Background: an optimization exercise with open tools, aiming at small area, a short achievable clock period and few clock cycles per item. Do not read the settings as production practice.
Where RTL was checked, it was by simulation tests only, not by an equivalence proof against the original.
Only the layout flow was run in runs 1 to 4; the RTL was not checked for function there.

<file path="flow/run.sh">
#!/bin/bash
# synth_recipe.tcl (not shown) runs the flow's synth.tcl, then flattens the netlist and writes it again
# the make line also repeats each setting of config.mk as NAME=value (left out here)
make -C /OpenROAD-flow-scripts/flow DESIGN_CONFIG=/design/flow/config.mk WORK_HOME=/design/flow/orfs CLKGATE_MAP_FILE= SYNTH_SCRIPT=/design/flow/synth_recipe.tcl finish
</file>
<file path="flow/config.mk">
export PLATFORM = sky130hd
export DESIGN_NAME = fft8_top
export DESIGN_NICKNAME = fft8_top
export VERILOG_FILES = /design/flow/design.v
export SDC_FILE = /design/flow/constraint.sdc
export NUM_CORES = 4
export LEC_CHECK = 0
export CAP_MARGIN = 20
export CORE_MARGIN = 2
export CORE_UTILIZATION = 65
export SETUP_SLACK_MARGIN = 5.0
export SLEW_MARGIN = 20
</file>
<file path="flow/constraint.sdc">
create_clock -name core_clock -period 8.0 [get_ports {clk}]
set_input_delay 1.6000 -clock core_clock [delete_from_list [all_inputs] [get_ports {clk}]]
set_output_delay 1.6000 -clock core_clock [all_outputs]
set_load 0.01 [all_outputs]
</file>
<file path="flow/design.v">
package fft8_pkg;
  typedef logic signed [13-1:0] sample_t;
  typedef logic signed [16-1:0] result_t;
  typedef logic [3-1:0] index_t;
endpackage
`timescale 1ns/1ns
module sample_counter (
  input  logic              clk,
  input  logic              rst_n,
  input  logic              hold,
  output fft8_pkg::index_t  count,
  output fft8_pkg::index_t  count_up
);
  assign count_up = count + 1'b1;
  always_ff @(posedge clk or negedge rst_n) begin
    if (!rst_n) begin
      count <= '1;
    end else if (!hold) begin
      count <= count_up;
    end
  end
endmodule
`timescale 1ns/1ns
module frame_ctrl (
  input  logic             clk,
  input  logic             rst_n,
  input  logic             valid_in,
  input  fft8_pkg::index_t count,
  output logic             hold,
  output logic             ready,
  output logic             valid_out
);
  logic ready_q;
  logic act_q;     
  logic mid_q;     
  logic busy;
  logic accept;
  assign ready  = ready_q;
  assign accept = ready_q && valid_in;
  assign busy   = act_q || mid_q || valid_out;
  assign hold   = ready_q && !valid_in && !busy;
  always_ff @(posedge clk or negedge rst_n) begin
    if (!rst_n) begin
      ready_q   <= 1'b1;
      act_q     <= 1'b0;
      mid_q     <= 1'b0;
      valid_out <= 1'b0;
    end else begin
      ready_q <= (count == 3'd6) || hold;
      act_q   <= accept || (act_q && (count != 3'd7));
      if (count == 3'd4) begin
        mid_q     <= act_q;
        valid_out <= mid_q;
      end
    end
  end
endmodule
`timescale 1ns/1ns
module bk_add #(
  parameter int W = 16
) (
  input  logic [W-1:0] a,
  input  logic [W-1:0] b,
  input  logic         ci,
  output logic [W-1:0] s
);
  logic [W-1:0] g, p, gg, pp;
  always_comb begin
    g  = a & b;
    p  = a ^ b;
    gg = g;
    pp = p;
    gg[0] = g[0] | (p[0] & ci);
    for (int l = 0; (1 << l) < W; l++) begin
      for (int i = 0; i < W; i++) begin
        if ((i >> l) & 1) begin
          gg[i] = gg[i] | (pp[i] & gg[((i >> l) << l) - 1]);
          pp[i] = pp[i] & pp[((i >> l) << l) - 1];
        end
      end
    end
    s = p ^ {gg[W-2:0], ci};
  end
endmodule
module sdf_stage1 (
  input  logic                      clk,
  input  fft8_pkg::index_t          count_up,
  input  logic signed [13-1:0] in_re,
  input  logic signed [13-1:0] in_im,
  output logic signed [13:0]   out_re,
  output logic signed [13:0]   out_im
);
  localparam int W  = 13 + 1;
  localparam int W1 = W + 1;
  localparam int W2 = W + 2;
  localparam int W3 = W + 3;
  logic signed [13-1:0] b_re, b_im;
  logic signed [W-1:0]       dl_re [4];
  logic signed [W-1:0]       dl_im [4];
  logic signed [W-1:0]       a_re, a_im, bw_re, bw_im;
  logic [W-1:0]              sum_re, sum_im, dif_re, dif_im;
  logic [W-1:0]              e0, e1;
  logic                      bfly, swap, cin_n, odd, inj;
  logic [W:0]                st_s, st_t;
  logic signed [W:0]         sa_q;
  logic signed [W+3:0]       f_d, f_q;
  logic [W+2:0]              m_d;
  always_ff @(posedge clk) begin
    bfly  <= count_up[2];
    swap  <= count_up[1];
    cin_n <= !count_up[1];
    odd   <= count_up[0];
    inj   <= !count_up[2] && !count_up[0];
  end
  assign a_re  = dl_re[3];
  assign a_im  = dl_im[3];
  assign bw_re = W'(b_re);
  assign bw_im = W'(b_im);
  bk_add #(W) u_sum_re (.a(a_re), .b(bw_re), .ci(1'b0), .s(sum_re));
  bk_add #(W) u_sum_im (.a(a_im), .b(bw_im), .ci(1'b0), .s(sum_im));
  bk_add #(W) u_dif_re (.a(a_re), .b(~bw_re), .ci(cin_n), .s(dif_re));
  bk_add #(W) u_dif_im (.a(a_im), .b(~bw_im), .ci(1'b1), .s(dif_im));
  assign e0 = swap ? dif_im : dif_re;
  assign e1 = swap ? ~dif_re : dif_im;
  bk_add #(W+1) u_s (.a(W1'(dl_re[0])), .b(W1'(dl_im[0])), .ci(1'b0), .s(st_s));
  bk_add #(W+1) u_t (.a(~(W1'(dl_re[1]))), .b(W1'(dl_im[1])), .ci(1'b1), .s(st_t));
  assign f_d[1:0] = sa_q[1:0];
  bk_add #(W+2) u_x5 (.a(W2'(sa_q >>> 2)), .b(W2'(sa_q)), .ci(1'b0), .s(f_d[W+3:2]));
  bk_add #(W+3) u_x9 (.a(W3'(f_q >>> 3)), .b(W3'(f_q)), .ci(1'b0), .s(m_d));
  always_ff @(posedge clk) begin
    b_re     <= in_re;
    b_im     <= in_im;
    dl_re[0] <= bfly ? e0 : bw_re;
    dl_im[0] <= bfly ? e1 : bw_im;
    for (int i = 1; i < 3; i++) begin
      dl_re[i] <= dl_re[i-1];
      dl_im[i] <= dl_im[i-1];
    end
    dl_re[3] <= inj ? m_d[W+2:3] : dl_re[2];
    dl_im[3] <= dl_im[2];
    sa_q     <= odd ? st_t : st_s;
    f_q      <= f_d;
    out_re   <= bfly ? sum_re : a_re;
    if (bfly) begin
      out_im <= sum_im;
    end else if (odd) begin
      out_im <= m_d[W+2:3];
    end else begin
      out_im <= a_im;
    end
  end
endmodule
module sdf_stage2 (
  input  logic                      clk,
  input  fft8_pkg::index_t          count_up,
  input  logic signed [13:0]   in_re,
  input  logic signed [13:0]   in_im,
  output logic signed [13+1:0] out_re,
  output logic signed [13+1:0] out_im
);
  localparam int W = 13 + 2;
  logic signed [W-1:0] dl_re [2];
  logic signed [W-1:0] dl_im [2];
  logic signed [W-1:0] a_re, a_im, b_re, b_im;
  logic [W-1:0]        sum_re, sum_im, dif_re, dif_im;
  logic                bfly, swap, cin_n;
  always_ff @(posedge clk) begin
    bfly  <= (count_up[1] == count_up[0]);
    swap  <= (count_up[1:0] == 2'd0);
    cin_n <= (count_up[1:0] != 2'd0);
  end
  assign a_re = dl_re[1];
  assign a_im = dl_im[1];
  assign b_re = W'(in_re);
  assign b_im = W'(in_im);
  bk_add #(W) u_sum_re (.a(a_re), .b(b_re), .ci(1'b0), .s(sum_re));
  bk_add #(W) u_sum_im (.a(a_im), .b(b_im), .ci(1'b0), .s(sum_im));
  bk_add #(W) u_dif_re (.a(a_re), .b(~b_re), .ci(cin_n), .s(dif_re));
  bk_add #(W) u_dif_im (.a(a_im), .b(~b_im), .ci(1'b1), .s(dif_im));
  always_ff @(posedge clk) begin
    if (bfly) begin
      dl_re[0] <= swap ? dif_im : dif_re;
      dl_im[0] <= swap ? ~dif_re : dif_im;
      out_re   <= sum_re;
      out_im   <= sum_im;
    end else begin
      dl_re[0] <= b_re;
      dl_im[0] <= b_im;
      out_re   <= a_re;
      out_im   <= a_im;
    end
    dl_re[1] <= dl_re[0];
    dl_im[1] <= dl_im[0];
  end
endmodule
module sdf_stage3 (
  input  logic                      clk,
  input  fft8_pkg::index_t          count_up,
  input  logic signed [13+1:0] in_re,
  input  logic signed [13+1:0] in_im,
  output fft8_pkg::result_t         out_re,
  output fft8_pkg::result_t         out_im
);
  localparam int W = 16;
  logic signed [W-1:0] dl_re, dl_im;
  logic signed [W-1:0] b_re, b_im;
  logic [W-1:0]        sum_re, sum_im, dif_re, dif_im;
  logic                pass;
  always_ff @(posedge clk) begin
    pass <= !count_up[0];
  end
  assign b_re = W'(in_re);
  assign b_im = W'(in_im);
  bk_add #(W) u_sum_re (.a(dl_re), .b(b_re), .ci(1'b0), .s(sum_re));
  bk_add #(W) u_sum_im (.a(dl_im), .b(b_im), .ci(1'b0), .s(sum_im));
  bk_add #(W) u_dif_re (.a(dl_re), .b(~b_re), .ci(1'b1), .s(dif_re));
  bk_add #(W) u_dif_im (.a(dl_im), .b(~b_im), .ci(1'b1), .s(dif_im));
  assign out_re = pass ? dl_re : sum_re;
  assign out_im = pass ? dl_im : sum_im;
  always_ff @(posedge clk) begin
    dl_re <= pass ? b_re : dif_re;
    dl_im <= pass ? b_im : dif_im;
  end
endmodule
`timescale 1ns/1ns
module reorder_buffer (
  input  logic              clk,
  input  fft8_pkg::index_t  count_up,
  input  fft8_pkg::result_t wr_re,
  input  fft8_pkg::result_t wr_im,
  output fft8_pkg::result_t rd_re,
  output fft8_pkg::result_t rd_im
);
  fft8_pkg::result_t line_re [3];
  fft8_pkg::result_t line_im [3];
  logic              direct;
  always_ff @(posedge clk) begin
    direct <= count_up[2] && count_up[0];
  end
  always_ff @(posedge clk) begin
    line_re[0] <= direct ? line_re[2] : wr_re;
    line_im[0] <= direct ? line_im[2] : wr_im;
    line_re[1] <= line_re[0];
    line_im[1] <= line_im[0];
    line_re[2] <= line_re[1];
    line_im[2] <= line_im[1];
    rd_re      <= direct ? wr_re : line_re[2];
    rd_im      <= direct ? wr_im : line_im[2];
  end
endmodule
`timescale 1ns/1ns
module fft8_top (
  input  logic              clk,
  input  logic              rst_n,
  input  logic              valid_in,
  input  fft8_pkg::sample_t data_in_re,
  input  fft8_pkg::sample_t data_in_im,
  output logic              ready,
  output logic              valid_out,
  output fft8_pkg::result_t data_out_re,
  output fft8_pkg::result_t data_out_im
);
  fft8_pkg::index_t          count;
  fft8_pkg::index_t          count_up;
  logic                      hold;
  logic signed [13:0]   s1_re, s1_im;
  logic signed [13+1:0] s2_re, s2_im;
  fft8_pkg::result_t         s3_re, s3_im;
  sample_counter u_counter (
    .clk   (clk),
    .rst_n (rst_n),
    .hold  (hold),
    .count    (count),
    .count_up (count_up)
  );
  frame_ctrl u_ctrl (
    .clk       (clk),
    .rst_n     (rst_n),
    .valid_in  (valid_in),
    .count     (count),
    .hold      (hold),
    .ready     (ready),
    .valid_out (valid_out)
  );
  sdf_stage1 u_stage1 (
    .clk      (clk),
    .count_up (count_up),
    .in_re  (data_in_re),
    .in_im  (data_in_im),
    .out_re (s1_re),
    .out_im (s1_im)
  );
  sdf_stage2 u_stage2 (
    .clk      (clk),
    .count_up (count_up),
    .in_re  (s1_re),
    .in_im  (s1_im),
    .out_re (s2_re),
    .out_im (s2_im)
  );
  sdf_stage3 u_stage3 (
    .clk      (clk),
    .count_up (count_up),
    .in_re  (s2_re),
    .in_im  (s2_im),
    .out_re (s3_re),
    .out_im (s3_im)
  );
  reorder_buffer u_reorder (
    .clk      (clk),
    .count_up (count_up),
    .wr_re (s3_re),
    .wr_im (s3_im),
    .rd_re (data_out_re),
    .rd_im (data_out_im)
  );
endmodule
</file>
==> results of run 1 <==
==> placed cells by master, fill, tap and decap left out, drive strengths merged, types with 15 or more instances in the layout <==
cell type      synthesis  routed
mux2                  56      56
o211ai                15      15
o21bai                25      25
xnor2                101     101
clkinv                 0      18
fa                    64      64
nor3                  41      41
or3                   20      20
a31oi                 16      16
nor2                 176     176
a211oi                16      16
nand2b                22      22
buf                   13      25
inv                  197     199
a21oi                150     150
xor2                  43      43
clkbuf                64      56
ha                   214     214
nand2                167     167
dlygate4sd2            0      33
nand3                 31      31
mux2i                 43      43
nor2b                 26      26
clkdlybuf4s50          0      28
a21o                  27      27
o21ai                137     137
o21a                  19      19
dfxtp                459     459
==> worst paths after layout <==
path / start / to / slack (ns) / cells after the start
worst max-delay path: u_stage1.dl_re[3][0]$_DFF_P_ / u_stage1.dl_im[0][13]$_DFF_P_ / 4.85 / 12
worst max register to register: u_stage1.dl_re[3][0]$_DFF_P_ / u_stage1.dl_im[0][13]$_DFF_P_ / 4.85 / 12
max in group asynchronous: rst_n / u_counter.count[1]$_DFFE_PN1N_ / 6.42 / 1
worst min-delay path: u_stage2.dl_re[0][9]$_DFF_P_ / u_stage2.dl_re[1][9]$_DFF_P_ / 0.32 / 0
min in group asynchronous: rst_n / u_ctrl.mid_q$_DFFE_PN0N_ / 1.28 / 1
worst min register to register: u_stage2.dl_re[0][9]$_DFF_P_ / u_stage2.dl_re[1][9]$_DFF_P_ / 0.32 / 0
==> cell families (layout without fill, tap and decap cells) <==
kind of cell             Yosys count  after routing  share of synthesized area, %
AO/OA/AOI/OAI                    472            472                          13.1
XOR/XNOR                         144            144                          5.72
adder cells (fa/ha/maj)          278            278                          18.0
buffers and inverters            274            368                          4.67
flip-flops                       466            466                          42.5
multiplexers                      99             99                          4.81
AND/OR/NAND/NOR                  542            542                          11.3
==> layout make-up <==
class | instances | area (um2)
timing repair buffer | 87 | 786
inverter | 197 | 739
clock inverter | 28 | 292
fill | 2404 | 8450
sequential | 466 | 9390
multi-input combinational | 1535 | 12000
clock buffer | 56 | 1250
tap | 448 | 561
==> what timing repair did <==
action	4_1_cts	5_1_grt
hold buffers	0	0
endpoints found under the setup margin	74	58
gates resized for setup	53	59
pin swaps	8	31
setup buffers	7	12
==> worst max-delay path: stages (launching register included) <==
cell and delay, ns:
dfxtp_2 0.32, inv_2 0.06, fa_2 0.19, inv_2 0.03
fa_2 0.35, a21o_1 0.19, a221o_1 0.35, o41a_1 0.39
a211o_1 0.30, a21o_1 0.22, a21oi_2 0.20, xnor2_2 0.11
a311o_1 0.31
==> flip-flops by register name, indices dropped and copies added (netlist names), 18 cells and up <==
signal	count
u_reorder.line_re	48
u_stage2.dl_re	30
u_stage1.dl_re	56
u_stage1.dl_im	56
u_stage1.f_q	18
u_reorder.line_im	48
u_stage2.dl_im	30
==> metrics by stage <==
step | hold slack (ns) | cells | area, um2 | utilization, %
4_1_cts | 0.319 | 2805 | 24600 | 73.7
6_report | 0.317 | 2817 | 25000 | 74.7
5_1_grt | 0.319 | 2817 | 25000 | 74.7
2_1_floorplan | 0.310 | 2275 | 22000 | -
3_5_place_dp | 0.312 | 2714 | 23000 | 68.8
3_3_place_gp | 0.310 | 2714 | 23000 | 68.8
==> routing by layer <==
metal | track usage, % | share of wire (%)
met2 | 45.9 | 50
met1 | 32.2 | 45
met3 | 3.26 | 2.7
met4 | 8.48 | 2.5
met5 | 0 | 0
==> impl_metrics.json, run 1 <==
{
  "tightest_slew_ns": 1.10,
  "hpwl_um": 32300,
  "post-synth-top-count-cell": "dfxtp_1",
  "synthTopCellsByArea": "dfxtp_1 42%, ha_1 12%, fa_1 5.8%",
  "antenna_found_initial": 0,
  "fmaxAchievable_mhz": 317,
  "gp_congestion": 0.886,
  "grt_overflow": 0,
  "ys_ff_latch": 466,
  "drive_gt1_share_pct": 10.4,
  "pin_count": 63,
  "period_share_pct": 39.4,
  "ys.flop_type": "dfxtp_1",
  "core_area_um2": 33400,
  "cp-start-kind": "register",
  "arrival_ns": 3.60,
  "dieWidth_um": 188,
  "synth_seq_area_share_pct": 42.5,
  "cts_tree": "done",
  "synth_nets": 2582,
  "grt_first_pass_wirelength_um": 74200,
  "routed_wl_um": 44600,
  "async_reset_ff_share_pct": 1.50,
  "numCtsBuffers": 46,
  "slew_headroom_pct": 26.5,
  "clk_latency_ns": 0.58,
  "insertedDiodeCount": 0,
  "yosys_warnings": 18,
  "synth_area_leader_cell": "dfxtp_1",
  "cts.clk_slew.worst_paths_ns": 0.06,
  "drcViolationCount": 0,
  "synth_top_area_share_pct": 41.7,
  "synth-edff-count": 0,
  "dr_total_vias": 15200,
  "ant_nets": 0,
  "rsz0062_at_grt": "yes",
  "synth.cell_area_um2": 22000,
  "tns_ns": 0,
  "critPathCaptureType": "register",
  "initialDrtViolationCount": 824,
  "first_pass_iters": 5,
  "fp.dieH_um": 188,
  "status": "no timing/DRC/antenna violations",
  "wire_per_inst_um": 15.8,
  "finClkSkew_ns": 0.0202,
  "start_util_pct": 65.9,
  "vias_per_cell": 5.41,
  "worst_slack_ns": 4.85,
  "crit_fanout": 2,
  "grt_max_degree": 100,
  "cts_root_buf": "clkbuf_16",
  "worstSetupPathType": "register to register",
  "htreeDepth": 2,
  "io_buffers": 62,
  "hold_violations": 0,
  "critPathRequiredTime_ns": 8.45,
  "yosysUniqueCellTypes": 73,
  "clock-sinks": 466,
  "fin_nets": 2640,
  "pre_cts_slack_ns": 4.52,
  "period_needed_ns": 3.15,
  "syn_to_final_growth_pct": 13.4,
  "finalSetupViolations": 0,
  "clk_path_buf_depth": 3,
  "drv_cap": 0,
  "die-area_um2": 35400,
  "grt.total_usage_pct": 25.7,
  "synthTopCellsByCount": "459 x dfxtp_1, 214 x ha_1, 191 x inv_1, 176 x nor2_1, 167 x nand2_1",
  "synth_area_per_cell_um2": 9.69,
  "grt_pass1_vias": 15400,
  "drv_slew": 0,
  "min_path_type": "register to register",
  "syn_inst": 2275,
  "placementRows": 67
}
==> inputs of run 2 (changes only) <==
--- a/flow/config.mk
+++ b/flow/config.mk
@@ -8,5 +8,5 @@
 export CAP_MARGIN = 20
 export CORE_MARGIN = 2
 export CORE_UTILIZATION = 65
-export SETUP_SLACK_MARGIN = 5.0
+export SETUP_SLACK_MARGIN = 4.5
 export SLEW_MARGIN = 20
==> impl_metrics.json, run 2 <==
{
  "clk_latency_ns": 0.57,
  "dieWidth_um": 188,
  "first_pass_iters": 7,
  "synth_area_leader_cell": "dfxtp_1",
  "finalSetupViolations": 0,
  "start_util_pct": 65.9,
  "rsz0062_at_grt": "no",
  "rrSetupSlack_ns": 4.63,
  "worst_r2r_path_depth": 12,
  "dr_total_vias": 15200,
  "synth_nets": 2582,
  "placementRows": 67,
  "initialDrtViolationCount": 750,
  "status": "no timing/DRC/antenna violations",
  "grt_max_degree": 107,
  "async_reset_ff_share_pct": 1.50,
  "core_area_um2": 33400,
  "hold_ws_ns": 0.320,
  "synth-edff-count": 0,
  "tightest_slew_ns": 1.09,
  "grt_pass1_vias": 15500,
  "clk_path_buf_depth": 3,
  "ys_ff_latch": 466,
  "drv_slew": 0,
  "slowest_delay_ns": 0.47,
  "yosys_warnings": 18,
  "seqCellArea_um2": 9380,
  "vias_per_cell": 5.43,
  "synth_seq_area_share_pct": 42.5,
  "post-synth-top-count-cell": "dfxtp_1",
  "synth_top_area_share_pct": 41.7,
  "synthTopCellsByArea": "dfxtp_1 42%, ha_1 12%, fa_1 5.8%",
  "design_area_um2": 24600,
  "final_common_cell": "dfxtp_1",
  "period_needed_ns": 3.37,
  "insertedDiodeCount": 0,
  "fp.dieH_um": 188,
  "syn_inst": 2275,
  "grt_overflow": 0,
  "worstSetupPathType": "register to register",
  "cts_tree": "done",
  "syn_to_final_growth_pct": 11.6,
  "min_path_type": "register to register",
  "critical_path.top_delay_family": "compound AO/OA/AOI/OAI gates",
  "cp-start-kind": "register",
  "worst_slack_ns": 4.63,
  "cp_cell_sequence": "inv_1 -> fa_1 -> inv_1 -> fa_2 -> a21o_1 -> a221o_1 -> o41a_1 -> a211o_1 -> a21o_1 -> a21oi_2 -> xnor2_1 -> a311o_1",
  "mostFrequentLayoutCells": "454 x dfxtp_1, 214 x ha_1, 191 x inv_1",
  "multiInputGateArea_um2": 11700,
  "ys.flop_type": "dfxtp_1",
  "gp_congestion": 0.876,
  "crit_fanout": 4,
  "slowest_stage": "o41a_1",
  "grt_first_pass_wirelength_um": 73000,
  "path_buf_inv": 2,
  "antenna_found_initial": 1,
  "hpwl_um": 31700,
  "tns_ns": 0,
  "critPathRequiredTime_ns": 8.45,
  "drive_gt1_share_pct": 6.94,
  "synth.cell_area_um2": 22000,
  "critPathCaptureType": "register",
  "synth_area_per_cell_um2": 9.69,
  "arrival_ns": 3.82,
  "cts.clk_slew.worst_paths_ns": 0.06,
  "path_depth": 12,
  "hold_violations": 0,
  "numCtsBuffers": 47,
  "clock-sinks": 466,
  "wire_per_inst_um": 15.4,
  "routed_wl_um": 43100,
  "top_regs": "u_stage1.dl_im: 56 flops, u_stage1.dl_re: 56 flops",
  "fmaxAchievable_mhz": 297,
  "drcViolationCount": 0,
  "fillerInstances": 2528,
  "drv_cap": 0,
  "slew_headroom_pct": 27.4,
  "fin_nets": 2624,
  "period_share_pct": 42.1,
  "synthTopCellsByCount": "459 x dfxtp_1, 214 x ha_1, 191 x inv_1, 176 x nor2_1, 167 x nand2_1",
  "yosysUniqueCellTypes": 73,
  "htreeDepth": 2,
  "io_buffers": 62,
  "pin_count": 63,
  "ant_nets": 0,
  "cts_root_buf": "clkbuf_16",
  "finClkSkew_ns": 0.0181,
  "die-area_um2": 35400,
  "pre_cts_slack_ns": 4.49,
  "worstHoldPathCells": 0,
  "grt.total_usage_pct": 25.2,
  "place_area_um2": 23000
}
-- run 2: cell types whose count changed in the layout (fill, tap and decap cells not counted), moves of 7 or more --
| cell | delta |
|---|---|
| clkdlybuf4s50_1 | +34 |
| dlygate4sd2_1 | -33 |
| buf_4 | -12 |
| clkinv_2 | -9 |
| a21oi_1 | +7 |
| a21oi_2 | -7 |
| dfxtp_1 | +7 |
| fa_1 | +7 |
| fa_2 | -7 |
-- run 2: worst paths after layout --
kind,from,end
setup / recovery,u_stage1.dl_re[3][0]$_DFF_P_,u_stage1.dl_im[0][13]$_DFF_P_
hold / removal,u_reorder.line_re[0][11]$_DFF_P_,u_reorder.line_re[1][11]$_DFF_P_
setup reg to reg,u_stage1.dl_re[3][0]$_DFF_P_,u_stage1.dl_im[0][13]$_DFF_P_
hold reg to reg,u_reorder.line_re[0][11]$_DFF_P_,u_reorder.line_re[1][11]$_DFF_P_
max in group asynchronous,rst_n,u_counter.count[0]$_DFFE_PN1N_
min in group asynchronous,rst_n,u_ctrl.act_q$_DFF_PN0_
-- run 2: cell families after synthesis --
kind of cell | after synthesis | synth area share [%]
and+or+nand+nor | 542 | 11.3
AOI/OAI and AO/OA | 472 | 13.1
DFF | 466 | 42.5
adders and majority gates | 278 | 18.0
buffers and inverters | 274 | 4.67
xor gates and xnor gates | 144 | 5.72
muxes | 99 | 4.81
-- run 2: layout make-up --
| type | count | area share, % |
|---|---|---|
| Clock buffer | 68 | 5.51 |
| Clock inverter | 14 | 0.920 |
| Inverter | 197 | 3.01 |
| Multi-Input combinational cell | 1535 | 47.4 |
| Sequential cell | 466 | 38.1 |
| Tap cell | 448 | 2.28 |
| Timing Repair Buffer | 70 | 2.77 |
-- run 2: per-stage QoR --
stage	util (%)	instances
3_3_place_gp	68.7	2713
4_1_cts	73.5	2795
3_5_place_dp	68.7	2713
6_report	73.6	2798
2_1_floorplan	-	2275
5_1_grt	73.6	2798
-- run 2: repair_timing --
| action | in CTS | in global routing |
|---|---|---|
| hold buffers | 0 | 0 |
| resized for setup | 1 | 2 |
| pin swaps | 0 | 4 |
| setup endpoints to repair | 2 | 3 |
| buffers inserted | 0 | 3 |
-- run 2: routing by layer --
layer | global-route usage, % | up-vias | share of wire (%)
met3 | 3.18 | 82 | 3.1
met1 | 31.0 | 7105 | 45
li1 | - | 7741 | -
met4 | 9.57 | 0 | 3.1
met5 | 0 | - | 0
met2 | 44.8 | 257 | 49
==> inputs of run 3 (changes only) <==
--- a/flow/design.v
+++ b/flow/design.v
@@ -57,29 +57,41 @@
 endmodule
 `timescale 1ns/1ns
 module bk_add #(
-  parameter int W = 16
+  parameter int W       = 16,
+  parameter bit CI_LATE = 1'b0
 ) (
   input  logic [W-1:0] a,
   input  logic [W-1:0] b,
   input  logic         ci,
   output logic [W-1:0] s
 );
-  logic [W-1:0] g, p, gg, pp;
+  localparam int LO = CI_LATE ? 0 : 1;
+  logic [W-1:0] g, p, gg, pp, c;
   always_comb begin
     g  = a & b;
     p  = a ^ b;
     gg = g;
     pp = p;
-    gg[0] = g[0] | (p[0] & ci);
-    for (int l = 0; (1 << l) < W; l++) begin
-      for (int i = 0; i < W; i++) begin
-        if ((i >> l) & 1) begin
-          gg[i] = gg[i] | (pp[i] & gg[((i >> l) << l) - 1]);
-          pp[i] = pp[i] & pp[((i >> l) << l) - 1];
+    for (int l = 0; (1 << l) < W - LO; l++) begin
+      for (int i = LO; i < W; i++) begin
+        if (((i - LO) >> l) & 1) begin
+          gg[i] = gg[i] | (pp[i] & gg[(((i - LO) >> l) << l) + LO - 1]);
+          pp[i] = pp[i] & pp[(((i - LO) >> l) << l) + LO - 1];
         end
       end
     end
-    s = p ^ {gg[W-2:0], ci};
+    c[0] = ci;
+    if (CI_LATE) begin
+      for (int i = 1; i < W; i++) begin
+        c[i] = gg[i-1] | (pp[i-1] & ci);
+      end
+    end else begin
+      c[1] = g[0] | (p[0] & ci);
+      for (int i = 2; i < W; i++) begin
+        c[i] = gg[i-1] | (pp[i-1] & c[1]);
+      end
+    end
+    s = p ^ c;
   end
 endmodule
 module sdf_stage1 (
@@ -118,7 +130,7 @@
   assign bw_im = W'(b_im);
   bk_add #(W) u_sum_re (.a(a_re), .b(bw_re), .ci(1'b0), .s(sum_re));
   bk_add #(W) u_sum_im (.a(a_im), .b(bw_im), .ci(1'b0), .s(sum_im));
-  bk_add #(W) u_dif_re (.a(a_re), .b(~bw_re), .ci(cin_n), .s(dif_re));
+  bk_add #(W, 1'b1) u_dif_re (.a(a_re), .b(~bw_re), .ci(cin_n), .s(dif_re));
   bk_add #(W) u_dif_im (.a(a_im), .b(~bw_im), .ci(1'b1), .s(dif_im));
   assign e0 = swap ? dif_im : dif_re;
   assign e1 = swap ? ~dif_re : dif_im;
@@ -175,7 +187,7 @@
   assign b_im = W'(in_im);
   bk_add #(W) u_sum_re (.a(a_re), .b(b_re), .ci(1'b0), .s(sum_re));
   bk_add #(W) u_sum_im (.a(a_im), .b(b_im), .ci(1'b0), .s(sum_im));
-  bk_add #(W) u_dif_re (.a(a_re), .b(~b_re), .ci(cin_n), .s(dif_re));
+  bk_add #(W, 1'b1) u_dif_re (.a(a_re), .b(~b_re), .ci(cin_n), .s(dif_re));
   bk_add #(W) u_dif_im (.a(a_im), .b(~b_im), .ci(1'b1), .s(dif_im));
   always_ff @(posedge clk) begin
     if (bfly) begin
--- a/flow/config.mk
+++ b/flow/config.mk
@@ -8,5 +8,5 @@
 export CAP_MARGIN = 20
 export CORE_MARGIN = 2
 export CORE_UTILIZATION = 65
-export SETUP_SLACK_MARGIN = 4.5
+export SETUP_SLACK_MARGIN = 5.0
 export SLEW_MARGIN = 20
==> impl_metrics.json, run 3 <==
{
  "fmaxAchievable_mhz": 342,
  "clock-sinks": 466,
  "dieWidth_um": 186,
  "drv_cap": 0,
  "path_buf_inv": 1,
  "min_path_type": "register to register",
  "period_share_pct": 36.5,
  "drv_slew": 0,
  "cp-start-kind": "register",
  "gp_congestion": 0.858,
  "cts_root_buf": "clkbuf_16",
  "dpl.cell_count": 2713,
  "antenna_found_initial": 0,
  "drive_gt1_share_pct": 9.93,
  "tns_ns": 0,
  "final_common_cell": "dfxtp_1",
  "synthTopCellsByCount": "459 x dfxtp_1, 229 x ha_1, 217 x nor2_1, 175 x inv_1, 174 x a21oi_1",
  "cp_cell_sequence": "clkdlybuf4s15_1",
  "worst_r2r_path_depth": 11,
  "wl_met1_um": 19700,
  "cts.clk_slew.worst_paths_ns": 0.06,
  "mostFrequentLayoutCells": "444 x dfxtp_1, 221 x ha_1, 217 x nor2_1",
  "insertedDiodeCount": 0,
  "synth_seq_area_share_pct": 43.3,
  "top_regs": "u_stage1.dl_im: 56 flops, u_stage1.dl_re: 56 flops",
  "clk_path_buf_depth": 3,
  "yosys_warnings": 20,
  "ant_nets": 0,
  "critical_path.top_delay_family": "flip-flops",
  "grt_pass1_vias": 14800,
  "met3_length_um": 1320,
  "wl_met2_um": 21500,
  "synth-edff-count": 0,
  "arrival_ns": 1.32,
  "fillerInstances": 2319,
  "period_needed_ns": 2.92,
  "slowest_stage": "dfstp_2",
  "grt.total_usage_pct": 24.8,
  "critPathCaptureType": "primary output",
  "htreeDepth": 2,
  "initialDrtViolationCount": 794,
  "hold_ws_ns": 0.317,
  "grt_overflow": 0,
  "syn_inst": 2280,
  "hold_violations": 0,
  "synth_area_per_cell_um2": 9.48,
  "grt_first_pass_wirelength_um": 71400,
  "synth_top_area_share_pct": 42.5,
  "worstSetupPathType": "register to primary output",
  "dr_total_vias": 15100,
  "fp.dieH_um": 186,
  "slew_headroom_pct": 30.3,
  "min-delay-start": "u_stage1.dl_im[2][7]$_DFF_P_",
  "final_cells": 2808,
  "die-area_um2": 34700,
  "synth_area_leader_cell": "dfxtp_1",
  "vias_per_cell": 5.39,
  "rrSetupSlack_ns": 5.14,
  "status": "no timing/DRC/antenna violations",
  "wire_per_inst_um": 15.4,
  "crit_fanout": 3,
  "ys.flop_type": "dfxtp_1",
  "tightest_slew_ns": 1.05,
  "worstHoldPathCells": 0,
  "rsz0062_at_grt": "yes",
  "ys_ff_latch": 466,
  "routed_wl_um": 43300,
  "finalSetupViolations": 0,
  "first_pass_iters": 5,
  "yosysUniqueCellTypes": 76,
  "core_area_um2": 32600,
  "finClkSkew_ns": 0.0185,
  "min_to": "u_stage1.dl_im[3][7]$_DFF_P_",
  "async_reset_ff_share_pct": 1.50,
  "grt_max_degree": 104,
  "slowest_delay_ns": 0.54,
  "critPathRequiredTime_ns": 6.40,
  "post-synth-top-count-cell": "dfxtp_1",
  "timing.rr.start": "u_stage2.out_re[1]$_DFF_P_",
  "pin_count": 63,
  "hpwl_um": 31300,
  "fin_nets": 2603,
  "io_buffers": 62,
  "start_util_pct": 66.3,
  "clk_latency_ns": 0.56,
  "syn_to_final_growth_pct": 13.8,
  "drcViolationCount": 0,
  "maxUsedRoutingLayer": "met4",
  "synthTopCellsByArea": "dfxtp_1 42%, ha_1 13%, xnor2_1 5.3%",
  "synth.cell_area_um2": 21600,
  "numCtsBuffers": 47,
  "placementRows": 66,
  "reg2reg_to": "u_reorder.line_re[0][15]$_DFF_P_",
  "synth_nets": 2553,
  "cts_tree": "done"
}
## run 3: cell count changes after synthesis, sizes merged, moves of 11 or more
| cell | delta |
|---|---|
| a21oi | +24 |
| a31oi | +11 |
| fa | -49 |
| ha | +15 |
| inv | -18 |
| nand2 | -19 |
| nand3 | -16 |
| nor2 | +41 |
| o31ai | +12 |
| xnor2 | +29 |
## run 3: metrics by stage
step	util, %	setup slack [ns]	instance area [um2]
4_1_cts	74.7	5.00	24400
6_report	75.4	5.08	24600
5_1_grt	75.4	4.98	24600
2_1_floorplan	-	5.09	21600
3_5_place_dp	69.2	4.76	22600
3_3_place_gp	69.2	4.78	22600
## run 3: worst max path at each step
| stage | startpoint | depth (start not counted) | endpoint |
|---|---|---|---|
| finish | u_ctrl.ready_q$_DFF_PN1_ | 1 | ready |
| global route | u_stage1.out_re[2]$_DFF_P_ | 11 | u_stage2.dl_im[0][14]$_DFF_P_ |
| CTS | u_reorder.rd_re[12]$_DFF_P_ | 1 | data_out_re[12] |
| detailed placement | u_stage1.b_re[0]$_DFF_P_ | 11 | u_stage1.dl_im[0][13]$_DFF_P_ |
| global placement | u_stage1.b_re[0]$_DFF_P_ | 11 | u_stage1.dl_im[0][13]$_DFF_P_ |
| floorplan | u_stage2.out_re[1]$_DFF_P_ | 11 | u_reorder.line_re[0][15]$_DFF_P_ |
## run 3: logic make-up after synthesis
family	synth area share, %
mux	5.17
xor+xnor	7.33
fa+ha+maj	14.6
compound gates	14.8
buf+inv	4.49
simple gates	10.3
flops	43.3
## run 3: cell type report
cell class | count | area (um2) | share of cell area (%)
sequential | 466 | 9400 | 38.2
clock inverter | 16 | 274 | 1.11
multi-input combinational | 1556 | 11600 | 47.0
tap | 442 | 553 | 2.25
clock buffer | 69 | 1430 | 5.82
inverter | 180 | 681 | 2.77
timing repair buffer | 79 | 714 | 2.90
## run 3: per-layer routing
layer	global-route usage, %	vias up
li1	-	7826
met1	31.1	7007
met2	44.6	239
met3	3.54	53
met4	6.77	0
met5	0	-
## run 3: what timing repair did
item	CTS	global route
pin swaps	7	19
setup buffers	3	7
setup endpoints to repair	42	16
hold buffers	0	0
cloned	0	0
resized for setup	56	35
==> inputs of run 4 (changes only) <==
--- a/flow/config.mk
+++ b/flow/config.mk
@@ -5,6 +5,7 @@
 export SDC_FILE = /design/flow/constraint.sdc
 export NUM_CORES = 4
 export LEC_CHECK = 0
+export ABC_AREA = 1
 export CAP_MARGIN = 20
 export CORE_MARGIN = 2
 export CORE_UTILIZATION = 65
==> impl_metrics.json, run 4 <==
{
  "routed_wl_um": 57800,
  "slowest_stage": "dfstp_2",
  "placementRows": 69,
  "dr_total_vias": 20400,
  "grt_pass1_vias": 19900,
  "die-area_um2": 37800,
  "postCtsSetupRepairBufs": 0,
  "path_buf_inv": 1,
  "final_common_cell": "nand2_1",
  "synthTopCellsByArea": "dfxtp_1 39%, nand2_1 14%, ha_1 12%",
  "synth_nets": 3450,
  "start_util_pct": 66.1,
  "ys_ff_latch": 466,
  "initialDrtViolationCount": 1519,
  "critical_path.top_delay_family": "flip-flops",
  "slowest_delay_ns": 0.54,
  "finClkSkew_ns": 0.0163,
  "ant_nets": 0,
  "tns_ns": 0,
  "gp_congestion": 0.953,
  "pin_count": 63,
  "synth_area_per_cell_um2": 7.42,
  "antenna_found_initial": 0,
  "period_share_pct": 36.8,
  "yosys_warnings": 20,
  "cp_cell_sequence": "clkdlybuf4s15_1",
  "arrival_ns": 1.34,
  "hold_ws_ns": 0.319,
  "synth-edff-count": 0,
  "fmaxAchievable_mhz": 340,
  "cp-startpoint": "u_ctrl.ready_q$_DFF_PN1_",
  "grt.total_usage_pct": 30.4,
  "synth_area_leader_cell": "dfxtp_1",
  "timing.rr.start": "u_stage3.pass$_DFF_P_",
  "clock-sinks": 466,
  "dpl.cell_count": 3623,
  "core_area_um2": 35700,
  "grt_max_degree": 70,
  "hpwl_um": 43400,
  "drive_gt1_share_pct": 4.34,
  "dieWidth_um": 194,
  "hold_violations": 0,
  "grt_overflow": 0,
  "vias_per_cell": 5.51,
  "clk_path_buf_depth": 3,
  "status": "no timing/DRC/antenna violations",
  "slew_headroom_pct": 29.5,
  "htreeDepth": 2,
  "synth_top_area_share_pct": 39.0,
  "drv_slew": 0,
  "min_path_type": "register to register",
  "grt_first_pass_wirelength_um": 94500,
  "cts_tree": "done",
  "critPathCaptureType": "primary output",
  "mostFrequentLayoutCells": "890 x nand2_1, 455 x dfxtp_1, 364 x inv_1",
  "clk_latency_ns": 0.58,
  "period_needed_ns": 2.94,
  "fin_nets": 3484,
  "first_pass_iters": 19,
  "numCtsBuffers": 47,
  "critPathRequiredTime_ns": 6.40,
  "final_cells": 3709,
  "syn_to_final_growth_pct": 10.5,
  "ys.flop_type": "dfxtp_1",
  "cts.clk_slew.worst_paths_ns": 0.07,
  "synth_seq_area_share_pct": 39.7,
  "finalSetupViolations": 0,
  "crit_fanout": 3,
  "yosysUniqueCellTypes": 51,
  "design_area_um2": 26100,
  "drv_cap": 0,
  "synthTopCellsByCount": "890 x nand2_1, 459 x dfxtp_1, 365 x inv_1, 297 x nand3_1, 242 x nor2_1",
  "cp-start-kind": "register",
  "top_regs": "u_stage1.dl_im: 56 flops, u_stage1.dl_re: 56 flops",
  "tightest_slew_ns": 1.06,
  "drcViolationCount": 0,
  "io_buffers": 62,
  "cts_root_buf": "clkbuf_16",
  "min-delay-start": "u_stage1.dl_im[2][11]$_DFF_P_",
  "syn_inst": 3177,
  "async_reset_ff_share_pct": 1.50,
  "pre_cts_slack_ns": 5.35,
  "fp.dieH_um": 194,
  "post-synth-top-count-cell": "nand2_1",
  "worstSetupPathType": "register to primary output",
  "insertedDiodeCount": 0,
  "wire_per_inst_um": 15.6,
  "rsz0062_at_grt": "no",
  "worst_slack_ns": 5.06,
  "place_area_um2": 24500,
  "synth.cell_area_um2": 23600
}
-- run 4: per-layer routing --
metal	up-vias	GRT usage, %	routed length (um)
met3	171	3.31	2590
met5	-	0	0
li1	10300	-	-
met4	0	14.6	2720
met1	9303	35.0	23900
met2	613	56.0	28600
-- run 4: cells by family after synthesis --
kind of cell | count (synthesis) | share of synthesized area, %
xor+xnor | 60 | 2.23
compound gates | 403 | 9.49
simple gates | 1546 | 27.5
buf+inv | 457 | 7.57
mux | 1 | 0.0478
flops | 466 | 39.7
fa+ha+maj | 244 | 13.4
-- run 4: per-stage QoR --
stage / util [%]
after floorplan: -
after global placement: 68.6
after detailed placement: 68.6
after CTS: 73.1
after global routing: 73.1
final: 73.1
-- run 4: area by class of cell --
type	count	area [um2]
Inverter	371	1390
Sequential cell	466	9370
Tap cell	461	577
Clock buffer	61	1330
Timing Repair Buffer	71	647
Fill cell	2843	9600
Multi-Input combinational cell	2254	12400
Clock inverter	25	313
-- run 4: timing repair --
item,in CTS,in global routing
hold buffers,0,0
pin swaps,0,0
setup endpoints to repair,34,1
gates cloned,0,0
gates resized for setup,34,1
-- run 4: worst register-to-register path, cell delays in order (launching register included) --
cell,delay (ns)
dfxtp_2,0.31
buf_4,0.48
clkinv_2,0.93
or2_2,0.62
nand3_1,0.09
nand2_1,0.12
-- run 4: worst paths after layout --
| kind | to | slack (ns) | cells after the start |
|---|---|---|---|
| worst max register to register | u_reorder.rd_im[8]$_DFF_P_ | 5.32 | 5 |
| min in group asynchronous | u_ctrl.valid_out$_DFFE_PN0N_ | 1.27 | 1 |
| worst min register to register | u_stage1.dl_im[3][11]$_DFF_P_ | 0.32 | 0 |
| worst max-delay path | ready | 5.06 | 1 |
| max in group asynchronous | u_counter.count[2]$_DFFE_PN1N_ | 6.45 | 1 |
| worst min-delay path | u_stage1.dl_im[3][11]$_DFF_P_ | 0.32 | 0 |
==> inputs of run 5 (changes only) <==
--- a/flow/design.v
+++ b/flow/design.v
@@ -31,22 +31,25 @@
   output logic             valid_out
 );
   logic ready_q;
+  logic wait_q;    
   logic act_q;     
   logic mid_q;     
   logic busy;
   logic accept;
-  assign ready  = ready_q;
+  assign ready  = !wait_q;
   assign accept = ready_q && valid_in;
   assign busy   = act_q || mid_q || valid_out;
   assign hold   = ready_q && !valid_in && !busy;
   always_ff @(posedge clk or negedge rst_n) begin
     if (!rst_n) begin
       ready_q   <= 1'b1;
+      wait_q    <= 1'b0;
       act_q     <= 1'b0;
       mid_q     <= 1'b0;
       valid_out <= 1'b0;
     end else begin
       ready_q <= (count == 3'd6) || hold;
+      wait_q  <= !((count == 3'd6) || hold);
       act_q   <= accept || (act_q && (count != 3'd7));
       if (count == 3'd4) begin
         mid_q     <= act_q;
--- a/flow/config.mk
+++ b/flow/config.mk
@@ -5,9 +5,10 @@
 export SDC_FILE = /design/flow/constraint.sdc
 export NUM_CORES = 4
 export LEC_CHECK = 0
-export ABC_AREA = 1
 export CAP_MARGIN = 20
 export CORE_MARGIN = 2
 export CORE_UTILIZATION = 65
+export CTS_CLUSTER_DIAMETER = 100
+export CTS_CLUSTER_SIZE = 30
 export SETUP_SLACK_MARGIN = 5.0
 export SLEW_MARGIN = 20
==> impl_metrics.json, run 5 <==
{
  "syn_inst": 2280,
  "hpwl_um": 32500,
  "core_area_um2": 33300,
  "finClkSkew_ns": 0.0186,
  "top_regs": "u_stage1.dl_im: 56 flops, u_stage1.dl_re: 56 flops",
  "ant_nets": 0,
  "antenna_found_initial": 0,
  "min_path_type": "register to register",
  "grt_first_pass_wirelength_um": 70500,
  "drv_cap": 0,
  "synth_area_leader_cell": "dfxtp_1",
  "placementRows": 67,
  "numCtsBuffers": 19,
  "grt_max_degree": 106,
  "synth-edff-count": 0,
  "syn_to_final_growth_pct": 6.88,
  "wire_per_inst_um": 15.6,
  "grt_pass1_vias": 14600,
  "die-area_um2": 35000,
  "ys.flop_type": "dfxtp_1",
  "timing.rr.start": "u_stage1.out_re[5]$_DFF_P_",
  "slew_headroom_pct": 27.5,
  "fp.dieH_um": 187,
  "start_util_pct": 65.4,
  "status": "no timing/DRC/antenna violations",
  "worstSetupPathType": "register to register",
  "ys_ff_latch": 467,
  "dieWidth_um": 187,
  "clk_path_buf_depth": 3,
  "insertedDiodeCount": 0,
  "fin_util_pct": 69.9,
  "clock-sinks": 467,
  "synth_nets": 2553,
  "critPathRequiredTime_ns": 8.49,
  "slowest_delay_ns": 0.43,
  "rsz0062_at_grt": "yes",
  "cp-start-kind": "register",
  "cts.clk_slew.worst_paths_ns": 0.12,
  "pin_count": 63,
  "drv_slew": 0,
  "mostFrequentLayoutCells": "447 x dfxtp_1, 229 x ha_1, 198 x inv_1",
  "fin_nets": 2571,
  "htreeDepth": 1,
  "drcViolationCount": 0,
  "async_reset_ff_share_pct": 1.71,
  "grt.total_usage_pct": 24.3,
  "final_common_cell": "dfxtp_1",
  "cp_common_cell": "o21ai_2",
  "arrival_ns": 3.34,
  "crit_fanout": 6,
  "fillerInstances": 2679,
  "critPathCaptureType": "register",
  "cp_cell_sequence": "inv_1 -> ha_1 -> a211o_1 -> o31a_1 -> o41ai_4 -> o21ai_2 -> o31ai_4 -> xnor2_1 -> mux2_2 -> o21ai_2",
  "synth_seq_area_share_pct": 43.2,
  "finalSetupViolations": 0,
  "clk_latency_ns": 0.55,
  "synth_top_area_share_pct": 42.2,
  "yosysUniqueCellTypes": 72,
  "hold_buffers": 0,
  "synth.cell_area_um2": 21800,
  "hold_violations": 0,
  "first_pass_iters": 4,
  "grt_overflow": 0,
  "initialDrtViolationCount": 753,
  "vias_per_cell": 5.41,
  "cts_root_buf": "clkbuf_16",
  "tightest_slew_ns": 1.09,
  "post-synth-top-count-cell": "dfxtp_1",
  "tns_ns": 0,
  "dr_total_vias": 14900,
  "yosys_warnings": 20,
  "io_buffers": 62,
  "cts_tree": "done",
  "fmaxAchievable_mhz": 351,
  "routed_wl_um": 42900,
  "gp_congestion": 0.837,
  "period_share_pct": 35.6,
  "period_needed_ns": 2.85,
  "cp-startpoint": "u_stage1.out_re[5]$_DFF_P_",
  "synthTopCellsByCount": "459 x dfxtp_1, 229 x ha_1, 198 x inv_1, 197 x nor2_1, 176 x a21oi_1",
  "drive_gt1_share_pct": 6.22,
  "min-delay-start": "u_stage2.dl_im[0][4]$_DFF_P_",
  "synth_area_per_cell_um2": 9.55,
  "synthTopCellsByArea": "dfxtp_1 42%, ha_1 13%, xnor2_1 5.3%",
  "slowest_stage": "o41ai_4"
}
run 5: cell count changes after synthesis, sizes merged, moves of 37 or more:
cell,change
nand2,-769
mux2,+59
o21ai,-40
inv,-169
a21oi,+37
nand4,-49
mux2i,+56
nor2,-46
xnor2,+118
nand3,-284
run 5: path summary, 6_finish.rpt:
path	to	slack (ns)	depth (start not counted)
setup / recovery	u_stage2.dl_im[0][14]$_DFF_P_	5.15	10
hold / removal	u_stage2.dl_im[1][4]$_DFF_P_	0.33	0
setup reg to reg	u_stage2.dl_im[0][14]$_DFF_P_	5.15	10
hold reg to reg	u_stage2.dl_im[1][4]$_DFF_P_	0.33	0
max in group asynchronous	u_counter.count[0]$_DFFE_PN1N_	6.38	1
min in group asynchronous	u_ctrl.act_q$_DFF_PN0_	1.31	1
run 5: final cells by class:
cell class	count	area (um2)	area share, %
clock inverter	1	16.3	0.0699
sequential	467	9420	40.5
multi-input combinational	1538	11400	48.9
tap	448	561	2.41
timing repair buffer	72	664	2.86
clock buffer	22	487	2.09
inverter	200	751	3.23
run 5: kinds of logic (layout without fill, tap and decap cells):
| family | Yosys count | in the layout | share of synthesized area [%] |
|---|---|---|---|
| xor+xnor | 184 | 184 | 7.40 |
| compound gates | 499 | 499 | 14.3 |
| fa+ha+maj | 244 | 244 | 14.5 |
| buf+inv | 275 | 295 | 4.79 |
| mux | 116 | 116 | 5.68 |
| simple gates | 495 | 495 | 10.2 |
| flops | 467 | 467 | 43.2 |
run 5: through the flow:
step                      cell area (um2)  setup WS (ns)  hold WS (ns)  std cells
after detailed placement            22700           5.08         0.312       2721
after floorplan                     21800           5.46         0.310       2280
final                               23300           5.15         0.327       2748
after global routing                23300           4.92         0.327       2748
after global placement              22700           5.14         0.310       2721
after CTS                           23200           4.88         0.331       2745
run 5: per-layer routing:
metal  share of wire [%]  wire length [um]  vias to the layer above  global-route usage, %
met4                 2.0               872                        0                   5.92
met3                 2.9              1260                       50                   2.51
met5                   0                 0                        -                      0
met1                  46             19600                     6904                   30.9
met2                  49             21200                      213                   44.4
li1                    -                 -                     7702                      -
run 5: worst max-delay path: cells and delay by family, from the launching register on:
kind | cells | cell delay [ns]
AO/OA/AOI/OAI | 6 | 1.56
XOR/XNOR | 1 | 0.12
adder cells (fa/ha/maj) | 1 | 0.36
buffers and inverters | 1 | 0.08
flip-flops | 1 | 0.40
multiplexers | 1 | 0.28
run 5: timing repair:
action | CTS | global route
buffers inserted | 1 | 3
gates resized for setup | 33 | 17
pin swaps | 0 | 10
setup endpoints to repair | 32 | 22
Testbench counts of run 5, summed over its fixed seeds: cycles 4,200, frames 512.
==> inputs of run 6 (changes only) <==
--- a/flow/config.mk
+++ b/flow/config.mk
@@ -9,6 +9,6 @@
 export CORE_MARGIN = 2
 export CORE_UTILIZATION = 65
 export CTS_CLUSTER_DIAMETER = 100
-export CTS_CLUSTER_SIZE = 30
+export CTS_CLUSTER_SIZE = 24
 export SETUP_SLACK_MARGIN = 5.0
 export SLEW_MARGIN = 20
==> impl_metrics.json, run 6 <==
{
  "status": "no timing/DRC/antenna violations",
  "cts.clk_slew.worst_paths_ns": 0.10,
  "fillerInstances": 2645,
  "hold_violations": 0,
  "worstSetupPathType": "register to register",
  "gp_congestion": 0.837,
  "initialDrtViolationCount": 778,
  "syn_to_final_growth_pct": 7.41,
  "die-area_um2": 35000,
  "hold_buffers": 0,
  "clock-sinks": 467,
  "fin_nets": 2575,
  "syn_inst": 2280,
  "yosys_warnings": 20,
  "routed_wl_um": 42800,
  "placementRows": 67,
  "mostFrequentLayoutCells": "447 x dfxtp_1, 229 x ha_1, 198 x inv_1",
  "period_share_pct": 36.2,
  "finClkSkew_ns": 0.0302,
  "ant_nets": 0,
  "synth.cell_area_um2": 21800,
  "slew_headroom_pct": 28.4,
  "grt.total_usage_pct": 24.3,
  "fp.dieH_um": 187,
  "top_regs": "u_stage1.dl_im: 56 flops, u_stage1.dl_re: 56 flops",
  "post-synth-top-count-cell": "dfxtp_1",
  "dr_total_vias": 14900,
  "wire_per_inst_um": 15.5,
  "synth-edff-count": 0,
  "clk_latency_ns": 0.57,
  "drv_cap": 0,
  "cts_root_buf": "clkbuf_16",
  "finalSetupViolations": 0,
  "rsz0062_at_grt": "yes",
  "antenna_found_initial": 0,
  "clk_path_buf_depth": 3,
  "synth_area_leader_cell": "dfxtp_1",
  "tns_ns": 0,
  "period_needed_ns": 2.89,
  "grt_pass1_vias": 14700,
  "worst_slack_ns": 5.11,
  "htreeDepth": 1,
  "vias_per_cell": 5.41,
  "arrival_ns": 3.39,
  "hpwl_um": 32500,
  "pin_count": 63,
  "fmaxAchievable_mhz": 346,
  "start_util_pct": 65.4,
  "final_common_cell": "dfxtp_1",
  "synth_top_area_share_pct": 42.2,
  "ys_ff_latch": 467,
  "critPathRequiredTime_ns": 8.49,
  "dieWidth_um": 187,
  "grt_max_degree": 106,
  "cts_tree": "done",
  "grt_first_pass_wirelength_um": 70400,
  "io_buffers": 62,
  "first_pass_iters": 5,
  "ys.flop_type": "dfxtp_1",
  "pre_cts_slack_ns": 5.08,
  "synth_area_per_cell_um2": 9.55,
  "insertedDiodeCount": 0,
  "crit_fanout": 6,
  "numCtsBuffers": 23,
  "place_area_um2": 22700,
  "synthTopCellsByCount": "459 x dfxtp_1, 229 x ha_1, 198 x inv_1, 197 x nor2_1, 176 x a21oi_1",
  "min_path_type": "register to register",
  "drcViolationCount": 0,
  "synth_nets": 2553,
  "yosysUniqueCellTypes": 72,
  "synth_seq_area_share_pct": 43.2,
  "synthTopCellsByArea": "dfxtp_1 42%, ha_1 13%, xnor2_1 5.3%",
  "tightest_slew_ns": 1.07,
  "grt_overflow": 0,
  "cp-start-kind": "register",
  "async_reset_ff_share_pct": 1.71,
  "drive_gt1_share_pct": 6.60,
  "design_area_um2": 23400,
  "critPathCaptureType": "register",
  "core_area_um2": 33300,
  "drv_slew": 0
}
[run 6: cell count changes in the layout (fill, tap and decap cells not counted), sizes merged]
cell          change
inv               +1
clkbuf            +3
dlymetal6s2s      -2
dlygate4sd2       +2
[run 6: logic make-up after synthesis]
group | synth area share (%)
adders and majority gates | 14.5
muxes | 5.68
xor gates and xnor gates | 7.40
AOI/OAI and AO/OA | 14.3
DFF | 43.2
buffers and inverters | 4.79
and+or+nand+nor | 10.2
[run 6: metrics by stage]
step,instances,utilization (%),hold slack [ns]
global route,2752,70.3,0.335
CTS,2748,70.0,0.327
finish,2752,70.3,0.328
floorplan,2280,-,0.310
detailed placement,2721,68.3,0.312
global placement,2721,68.3,0.310
[run 6: critical path, stage by stage (launching register included)]
cell,delay [ns]
dfxtp_1,0.40
inv_1,0.08
ha_1,0.37
a211o_1,0.28
o31a_1,0.36
o41ai_4,0.43
o21ai_2,0.15
o31ai_4,0.25
xnor2_1,0.12
mux2_2,0.28
o21ai_2,0.10
[run 6: timing repair]
action,CTS,global route
resized for setup,35,19
setup endpoints to repair,33,24
cloned,0,0
setup buffers,0,4
pin swaps,0,10
[run 6: final cells by class]
| type | instances | area, um2 | area share [%] |
|---|---|---|---|
| inverters | 200 | 751 | 3.21 |
| well taps | 448 | 561 | 2.40 |
| flip-flops and latches | 467 | 9420 | 40.3 |
| repair buffers | 72 | 657 | 2.81 |
| clock buffers | 25 | 583 | 2.49 |
| multi-input cells | 1538 | 11400 | 48.7 |
| clock inverters | 2 | 25.0 | 0.107 |
[run 6: final timing paths]
path / from / endpoint / slack [ns] / cells past startpoint
worst max-delay path: u_stage1.out_re[5]$_DFF_P_ / u_stage2.dl_im[0][14]$_DFF_P_ / 5.11 / 10
worst min-delay path: u_stage2.dl_im[0][4]$_DFF_P_ / u_stage2.dl_im[1][4]$_DFF_P_ / 0.33 / 0
worst max register to register: u_stage1.out_re[5]$_DFF_P_ / u_stage2.dl_im[0][14]$_DFF_P_ / 5.11 / 10
worst min register to register: u_stage2.dl_im[0][4]$_DFF_P_ / u_stage2.dl_im[1][4]$_DFF_P_ / 0.33 / 0
max in group asynchronous: rst_n / u_counter.count[1]$_DFFE_PN1N_ / 6.39 / 1
min in group asynchronous: rst_n / u_ctrl.act_q$_DFF_PN0_ / 1.30 / 1
[run 6: per-layer routing]
metal / global-route usage [%] / part of all wire [%] / up-vias
li1: - / - / 7716
met1: 30.7 / 46 / 6923
met2: 44.2 / 49 / 201
met3: 2.40 / 2.9 / 59
met4: 6.38 / 2.4 / 0
met5: 0 / 0 / -
==> inputs of run 7 (changes only) <==
--- a/flow/config.mk
+++ b/flow/config.mk
@@ -7,7 +7,7 @@
 export LEC_CHECK = 0
 export CAP_MARGIN = 20
 export CORE_MARGIN = 2
-export CORE_UTILIZATION = 65
+export CORE_UTILIZATION = 78
 export CTS_CLUSTER_DIAMETER = 100
 export CTS_CLUSTER_SIZE = 24
 export SETUP_SLACK_MARGIN = 5.0
==> impl_metrics.json, run 7 <==
{
  "synth_seq_area_share_pct": 43.2,
  "synth_area_per_cell_um2": 9.55,
  "critPathCaptureType": "register",
  "hold_violations": 0,
  "drcViolationCount": 0,
  "grt.total_usage_pct": 31.3,
  "antenna_found_initial": 0,
  "yosys_warnings": 20,
  "cp_cell_sequence": "inv_1 -> ha_1 -> nor2b_1 -> o31a_1 -> o211ai_1 -> a21oi_1 -> o2111ai_1 -> nand4b_1 -> o31ai_2 -> mux2i_1 -> xnor2_1",
  "synth_area_leader_cell": "dfxtp_1",
  "tns_ns": 0,
  "final_common_cell": "dfxtp_1",
  "io_buffers": 62,
  "arrival_ns": 3.36,
  "rsz0062_at_grt": "yes",
  "synth_nets": 2553,
  "finClkSkew_ns": 0.0190,
  "dieWidth_um": 171,
  "mostFrequentLayoutCells": "448 x dfxtp_1, 229 x ha_1, 198 x inv_1",
  "synth_top_area_share_pct": 42.2,
  "synth-edff-count": 0,
  "crit_fanout": 5,
  "cts_root_buf": "clkbuf_16",
  "fp.dieH_um": 171,
  "ys_ff_latch": 467,
  "drv_cap": 0,
  "pre_cts_slack_ns": 5.09,
  "post-synth-top-count-cell": "dfxtp_1",
  "cts.clk_slew.worst_paths_ns": 0.10,
  "die-area_um2": 29300,
  "cp-start-kind": "register",
  "grt_overflow": 0,
  "hold_buffers": 0,
  "top_regs": "u_stage1.dl_im: 56 flops, u_stage1.dl_re: 56 flops",
  "slowest_stage": "dfxtp_2",
  "first_pass_iters": 6,
  "slowest_delay_ns": 0.40,
  "fin_nets": 2575,
  "wire_per_inst_um": 17.2,
  "tightest_slew_ns": 1.08,
  "finalSetupViolations": 0,
  "placementRows": 61,
  "clk_path_buf_depth": 3,
  "pin_count": 63,
  "synthTopCellsByArea": "dfxtp_1 42%, ha_1 13%, xnor2_1 5.3%",
  "grt_first_pass_wirelength_um": 74400,
  "cts_tree": "done",
  "slew_headroom_pct": 28.1,
  "syn_to_final_growth_pct": 7.26,
  "grt_pass1_vias": 15500,
  "clock-sinks": 467,
  "ant_nets": 0,
  "routed_wl_um": 46100,
  "status": "no timing/DRC/antenna violations",
  "yosysUniqueCellTypes": 72,
  "grt_max_degree": 106,
  "initialDrtViolationCount": 1222,
  "hold_ws_ns": 0.312,
  "hpwl_um": 33700,
  "htreeDepth": 1,
  "vias_per_cell": 5.80,
  "start_util_pct": 78.8,
  "synth.cell_area_um2": 21800,
  "period_needed_ns": 2.89,
  "core_area_um2": 27600,
  "worstSetupPathType": "register to register",
  "period_share_pct": 36.1,
  "worst_slack_ns": 5.11,
  "drv_slew": 0,
  "min_path_type": "register to register",
  "insertedDiodeCount": 0,
  "dr_total_vias": 15600,
  "gp_congestion": 0.913,
  "drive_gt1_share_pct": 6.72,
  "ys.flop_type": "dfxtp_1",
  "async_reset_ff_share_pct": 1.71,
  "numCtsBuffers": 23,
  "syn_inst": 2280,
  "synthTopCellsByCount": "459 x dfxtp_1, 229 x ha_1, 198 x inv_1, 197 x nor2_1, 176 x a21oi_1",
  "clk_latency_ns": 0.56,
  "critPathRequiredTime_ns": 8.47,
  "fmaxAchievable_mhz": 346
}
[run 7: logic make-up (layout without fill, tap and decap cells)]
kind of cell,count (synthesis),count (layout),synth area share (%)
buffers and inverters,275,300,4.79
flip-flops,467,467,43.2
adder cells (fa/ha/maj),244,244,14.5
XOR/XNOR,184,184,7.40
AO/OA/AOI/OAI,499,499,14.3
AND/OR/NAND/NOR,495,495,10.2
multiplexers,116,116,5.68
[run 7: final cells by class]
class | count | area (um2)
Multi-Input combinational cell | 1538 | 11400
Inverter | 200 | 751
Fill cell | 1605 | 4280
Sequential cell | 467 | 9410
Tap cell | 378 | 473
Clock inverter | 2 | 25.0
Clock buffer | 26 | 587
Timing Repair Buffer | 72 | 668
[run 7: path summary, 6_finish.rpt]
kind | startpoint | end | slack (ns) | depth (start not counted)
max in group asynchronous | rst_n | u_counter.count[0]$_DFFE_PN1N_ | 6.38 | 1
setup reg to reg | u_stage2.out_im[1]$_DFF_P_ | u_stage3.dl_im[15]$_DFF_P_ | 5.11 | 11
hold / removal | u_stage1.dl_im[2][3]$_DFF_P_ | u_stage1.dl_im[3][3]$_DFF_P_ | 0.31 | 0
setup / recovery | u_stage2.out_im[1]$_DFF_P_ | u_stage3.dl_im[15]$_DFF_P_ | 5.11 | 11
hold reg to reg | u_stage1.dl_im[2][3]$_DFF_P_ | u_stage1.dl_im[3][3]$_DFF_P_ | 0.31 | 0
min in group asynchronous | rst_n | u_ctrl.valid_out$_DFFE_PN0N_ | 1.31 | 1
[run 7: repair_timing]
| item | 4_1_cts | 5_1_grt |
|---|---|---|
| pin swaps | 0 | 7 |
| setup buffers | 0 | 4 |
| setup endpoints to repair | 31 | 36 |
| gates resized for setup | 32 | 26 |
[run 7: worst max-delay path: cells and delay by family (launching register included)]
kind	cells	cell delay, ns
adder cells (fa/ha/maj)	1	0.30
AO/OA/AOI/OAI	5	1.23
flip-flops	1	0.40
buffers and inverters	1	0.06
multiplexers	1	0.27
AND/OR/NAND/NOR	2	0.38
XOR/XNOR	1	0.15
[run 7: metal layers]
metal  share of wire [%]  vias up  wire length (um)  track usage (%)
li1                    -     7700                 -                -
met1                  42     7385             19500             37.8
met2                  50      362             23300             57.1
met3                 3.3      120              1510             2.98
met4                 4.0        0              1870             12.9
met5                   0        -                 0                0
[run 7: through the flow]
stage | utilization, % | cells | cell area, um2
floorplan | - | 2280 | 21800
global placement | 81.9 | 2651 | 22600
finish | 84.5 | 2683 | 23300
CTS | 84.0 | 2679 | 23200
detailed placement | 81.9 | 2651 | 22600
global route | 84.5 | 2683 | 23300

==> static timing again, ports no longer ideal <==
Ports are ideal in the flow. The routed layouts listed here were re-timed in OpenROAD. Step 1 sets driving cells, clkbuf_16 on the clock port and buf_2 on the other inputs (assumed; they add their load-dependent delay and slew). Step 2 moves the port delays by t, midway between the first and last clock arrival at a register: inputs arrive t later, outputs are due t later. That takes back most of the time a late clock gives input paths. Three values: ideal, step 1, step 2; two values: the first two.
run | t (ns) | slack for setup (ns) | worst data-port slew with drivers (ns)
run 1 | 0.624 | 4.850 / 4.850 / 4.850 | 0.03
run 2 | 0.619 | 4.633 / 4.633 / 4.633 | 0.03
run 3 | 0.606 | 5.077 / 5.025 / 5.138 | 0.03
run 4 | 0.629 | 5.056 / 5.002 / 5.315 | 0.05
run 5 | 0.593 | 5.149 / 5.102 / 5.136 | 0.04
run 6 | 0.615 | 5.107 / 5.090 / 5.107 | 0.04
run 7 | 0.601 | 5.110 / 5.092 / 5.110 | 0.04
After both steps setup and hold are still met in every run listed. The setup slack of run 5, which loses most, moves by -0.047 ns with the drivers and by -0.013 ns with both steps.
